Background: an optimization exercise with open tools, aiming at small area, a short achievable clock period and few clock cycles per item. Do not read the settings as production practice.
Where RTL was checked, it was by simulation tests only, not by an equivalence proof against the original.
Power and IR drop assume default switching activity.

==> flow/design.v <==
`default_nettype none
package dct_pkg;
    typedef logic signed [7:0]  sample_t;     
    typedef logic signed [15:0] word_t;       
    typedef logic        [8:0]  coeff_t;      
    typedef logic        [2:0]  coeff_sel_t;
    typedef logic        [4:0]  spad_addr_t;  
    typedef logic        [5:0]  step_t;
    typedef logic        [2:0]  bin_t;        
    typedef struct packed {
        logic       wr_from_mul;   
        logic       wr_en;
        logic       wr_out;        
        spad_addr_t wr_addr;
        coeff_sel_t coeff_sel;
        logic       op2_from_mul;
        logic       op1_from_mul;
        logic       neg_op2;
        logic       neg_op1;
        logic       latch_op1;
        logic       rd_spad;       
        spad_addr_t rd_addr;
    } ucode_t;
    typedef struct packed {
        logic  valid;
        bin_t  index;
        word_t data;
    } result_t;
endpackage
`default_nettype wire
`default_nettype none
module loeffler_dct_8 (
    input  wire logic    clock,
    input  wire logic    nreset,
    input  wire dct_pkg::sample_t fetch_data,
    output dct_pkg::bin_t         fetch_addr,
    output dct_pkg::result_t      result,
    output logic         frame_done
);
    logic [8:0] p;
    logic       run;                 
    wire  [8:0] np = nreset ? 9'd1 : {p[7:0], p[8]};
    always_ff @(posedge clock) begin
        p <= np;
        if (nreset)
            run <= 1'b0;
        else if (p[8])
            run <= 1'b1;
    end
    assign frame_done = p[8];
    always_comb begin
        fetch_addr = 3'd5;
        if (p[0]) fetch_addr = 3'd0;
        if (p[1]) fetch_addr = 3'd7;
        if (p[2]) fetch_addr = 3'd3;
        if (p[3]) fetch_addr = 3'd4;
        if (p[4]) fetch_addr = 3'd1;
        if (p[5]) fetch_addr = 3'd6;
        if (p[6]) fetch_addr = 3'd2;
    end
    wire signed [7:0] x = fetch_data;
    logic signed [7:0] h;
    logic signed [8:0] k;
    logic signed [8:0] d;
    logic signed [9:0] ea, eb;           
    logic signed [10:0] ev;              
    logic signed [10:0] bq1, bq2;        
    wire esum = p[4] || p[8];
    wire signed [9:0] u1 = 10'(h) + 10'(x) + (esum ? 10'(k) : 10'sd0);
    wire signed [9:0] u3 = 10'(k) - 10'(h) - 10'(x);
    wire signed [8:0] u2 = 9'(h) - 9'(x);
    always_ff @(posedge clock) begin
        h <= x;                          
        if (p[2] || p[6]) k <= u1[8:0];
        if (p[2] || p[4] || p[6] || p[8]) d <= u2;
        if (p[4]) ea <= u1;
        if (esum) eb <= u3;
        if (p[8])
            ev <= 11'(u1);
        else if (p[5])
            ev <= 11'(ea);
        else if (p[6] || p[1])
            ev <= 11'(eb);
        else if (p[3])
            ev <= bq1;
        else if (p[4])
            ev <= bq2;
    end
    logic signed [8:0] op, ow;           
    logic signed [9:0] o0, o1, o2, o3;
    logic oa, ob, c213, c251, c142, c50, c2x, oxs, oys, ok0, ok1, ok2;
    always_ff @(posedge clock) begin
        ok0  <= np[5] || np[0] || np[4] || np[6];
        ok1  <= np[7] || np[0] || np[8] || np[1];
        ok2  <= np[3] || np[5];
        oa   <= np[3] || np[5] || np[7] || np[0];
        ob   <= np[4] || np[6] || np[8] || np[1];
        c213 <= np[3] || np[5];
        c251 <= np[7] || np[0];
        c142 <= np[4] || np[6];
        c50  <= np[8] || np[1];
        c2x  <= np[3] || np[5] || np[8] || np[1];
        oxs  <= np[5] || np[0];          
        oys  <= np[6] || np[1];          
    end
    wire signed [18:0] wd = 19'(d);
    wire signed [18:0] oc = $signed({10'd0, ob, 5'd0, ok2, ok1, ok0});
    wire [18:0] or1 = ({19{oa}} & (wd <<< 8)) | ({19{c142}} & ~(wd <<< 7)) | ({19{c50}} & ~(wd <<< 5));
    wire [18:0] or2 = ({19{c213}} & ~(wd <<< 5)) | ({19{ob}} & ~(wd <<< 4));
    wire [18:0] or3 = ({19{c213}} & ~(wd <<< 3)) | ({19{c251}} & ~(wd <<< 2)) |
                      ({19{c142}} & (wd <<< 1)) | ({19{c50}} & ~(wd <<< 1));
    wire [18:0] or4 = {19{c213}} & ~(wd <<< 1);
    wire [18:0] or5 = {19{oa}} & ~wd;
    wire [18:0] or6 = ({19{oxs}} & ~(19'(ow) <<< 8)) | ({19{oys}} & (19'(op) <<< 8));
    wire signed [18:0] ot =
          $signed(or1) + $signed(or2) + $signed(or3) + $signed(or4) + $signed(or5)
        + $signed(or6) + oc;
    wire signed [9:0] ov = ot[17:8];
    always_ff @(posedge clock) begin
        if (p[3] || p[7]) op <= ov[8:0];
        ow <= ov[8:0];                   
        if (p[5]) o0 <= ov;
        if (p[6]) o3 <= ov;
        if (p[0]) o1 <= ov;
        if (p[1]) o2 <= ov;
    end
    logic signed [8:0]  x91;
    logic signed [9:0]  p139;
    logic signed [10:0] w334;
    logic a91, a139, b91, b334, m362, eA, exy, ex2, ey3, ek0, ek1, ek8;
    always_ff @(posedge clock) begin
        ek0  <= np[6] || np[0] || np[2];
        ek1  <= np[6] || np[7] || np[8] || np[0] || np[2] || np[3];
        ek8  <= np[8] || np[1] || np[3];
        a91  <= np[6] || np[0];
        a139 <= np[7] || np[2];
        b91  <= np[1];
        b334 <= np[8] || np[3];
        m362 <= np[4] || np[5];
        eA   <= np[6] || np[0] || np[7] || np[2];
        exy  <= np[0] || np[1];
        ex2  <= np[2];
        ey3  <= np[3];
    end
    wire signed [19:0] we = 20'(ev);
    wire signed [19:0] ec = $signed({11'd0, ek8, 6'd0, ek1, ek0});
    wire [19:0] er1 = ({20{eA}} & (we <<< 7)) | ({20{b91}} & ~(we <<< 7)) |
                      ({20{b334}} & ~(we <<< 8)) | ({20{m362}} & (we <<< 8));
    wire [19:0] er2 = ({20{a91}} & ~(we <<< 5)) | ({20{a139}} & (we <<< 4)) |
                      ({20{b91}} & (we <<< 5)) | ({20{b334}} & ~(we <<< 6)) | ({20{m362}} & (we <<< 6));
    wire [19:0] er3 = ({20{eA}} & ~(we <<< 2)) | ({20{b91}} & (we <<< 2)) |
                      ({20{b334}} & ~(we <<< 4)) | ({20{m362}} & (we <<< 5));
    wire [19:0] er4 = ({20{eA}} & ~we) | ({20{b91}} & we) | ({20{b334}} & (we <<< 1)) |
                      ({20{m362}} & (we <<< 3));
    wire [19:0] er5 = ({20{exy}} & (20'(x91) <<< 8)) | ({20{ex2}} & ~(20'(w334) <<< 8)) |
                      ({20{ey3}} & (20'(p139) <<< 8)) | ({20{m362}} & (we <<< 1));
    wire signed [19:0] et =
          $signed(er1) + $signed(er2) + $signed(er3) + $signed(er4) + $signed(er5) + ec;
    wire signed [11:0] evr = et[19:8];
    always_ff @(posedge clock) begin
        if (p[6]) x91  <= evr[8:0];
        if (p[7]) p139 <= evr[9:0];
        if (p[8]) w334 <= evr[10:0];
    end
    wire signed [11:0] qa = p[2] ? 12'(o3) : (p[3] || p[4]) ? 12'(o0) : p[5] ? 12'(o1) :
                            p[6] ? 12'(bq1) : 12'(bq2);
    wire signed [11:0] qb = p[2] ? 12'(o1) : (p[3] || p[4]) ? 12'(o2) : p[5] ? 12'(o3) :
                            p[6] ? 12'(bq2) : 12'(bq1);
    wire qn = p[2] || p[3] || p[7];
    wire signed [11:0] qs = qa + (qn ? ~qb : qb) + (qn ? 12'sd1 : 12'sd0);
    always_ff @(posedge clock) begin
        if (p[2] || p[4]) bq1 <= qs[10:0];
        if (p[3] || p[5]) bq2 <= qs[10:0];
    end
    logic signed [11:0] r;
    logic               rvalid;
    logic [2:0]         ridx;
    always_ff @(posedge clock) begin
        if (p[6] || p[7])
            r <= qs;
        else
            r <= evr;
        rvalid <= run && !p[8] && !nreset;
        ridx   <= (p[0] ? 3'd0 : 3'd0) | (p[1] ? 3'd4 : 3'd0) | (p[2] ? 3'd2 : 3'd0) |
                  (p[3] ? 3'd6 : 3'd0) | (p[4] ? 3'd3 : 3'd0) | (p[5] ? 3'd5 : 3'd0) |
                  (p[6] ? 3'd1 : 3'd0) | (p[7] ? 3'd7 : 3'd0);
    end
    assign result.valid = rvalid;
    assign result.index = ridx;
    assign result.data  = 16'(r);
endmodule
`default_nettype wire
==> flow/config.mk <==
export PLATFORM = sky130hd
export DESIGN_NAME = loeffler_dct_8
export DESIGN_NICKNAME = loeffler_dct_8
export VERILOG_FILES = /design/flow/design.v
export SDC_FILE = /design/flow/constraint.sdc
export NUM_CORES = 4
export LEC_CHECK = 0
export CAP_MARGIN = 20
export CORE_MARGIN = 2
export CORE_UTILIZATION = 60
export SETUP_SLACK_MARGIN = 4.5
export SLEW_MARGIN = 20
export TNS_END_PERCENT = 5
==> flow/constraint.sdc <==
create_clock -name core_clock -period 8.5 [get_ports {clock}]
set_input_delay 1.7000 -clock core_clock [delete_from_list [all_inputs] [get_ports {clock}]]
set_output_delay 1.7000 -clock core_clock [all_outputs]
set_load 0.01 [all_outputs]
run.sh (not shown) runs the stock make flow with config.mk's settings and CLKGATE_MAP_FILE= SYNTH_SCRIPT=/design/flow/synth_recipe.tcl, a recipe that flattens the netlist after the stock synthesis.
The first run went through all stages and came out clean.
Testbench counts at the start, summed over its fixed seeds: cycles 3,528, frames 384.
Next try:
--- a/flow/design.v
+++ b/flow/design.v
@@ -74,5 +74,5 @@
         if (p[2] || p[6]) k <= u1[8:0];
         if (p[2] || p[4] || p[6] || p[8]) d <= u2;
-        if (p[4]) ea <= u1;
+        ea <= u1;                        
         if (esum) eb <= u3;
         if (p[8])
Result: Final area fell by 2.1%. Setup slack got worse by 0.25 ns. Sequential power is about the same. Total power rose by 0.94%. Wire length fell by 1.6%.
Function not checked in the second run of this note: the RTL went through the layout flow alone.

-- static timing again, ports no longer ideal --
No port has a modelled driver above. Below, the same layouts with a new extraction and two added sets of constraints.
Step 1 sets driving cells, clkbuf_16 on the clock port and buf_2 on the other inputs (assumed; they add their load-dependent delay and slew).
Step 2 also shifts input and output timing later by t, the mid clock arrival at the registers, as if the neighbouring blocks saw the same clock.
Three values: ideal ports, drivers, drivers and shift; two values: the first two.
| run | t, ns | setup slack, ns | hold WS [ns] | worst register clock-pin slew, ns |
|---|---|---|---|---|
| the first run | 0.565 | 3.765 / 3.765 / 3.392 | 0.462 / 0.462 / 0.462 | 0.06 / 0.06 |
| the second run | 0.553 | 3.516 / 3.516 / 3.311 | 0.461 / 0.461 / 0.461 | 0.07 / 0.07 |
After both steps setup and hold are still met in every run listed. The setup slack of the first run, which loses most, moves by 0.000 ns with the drivers and by -0.373 ns with both steps.
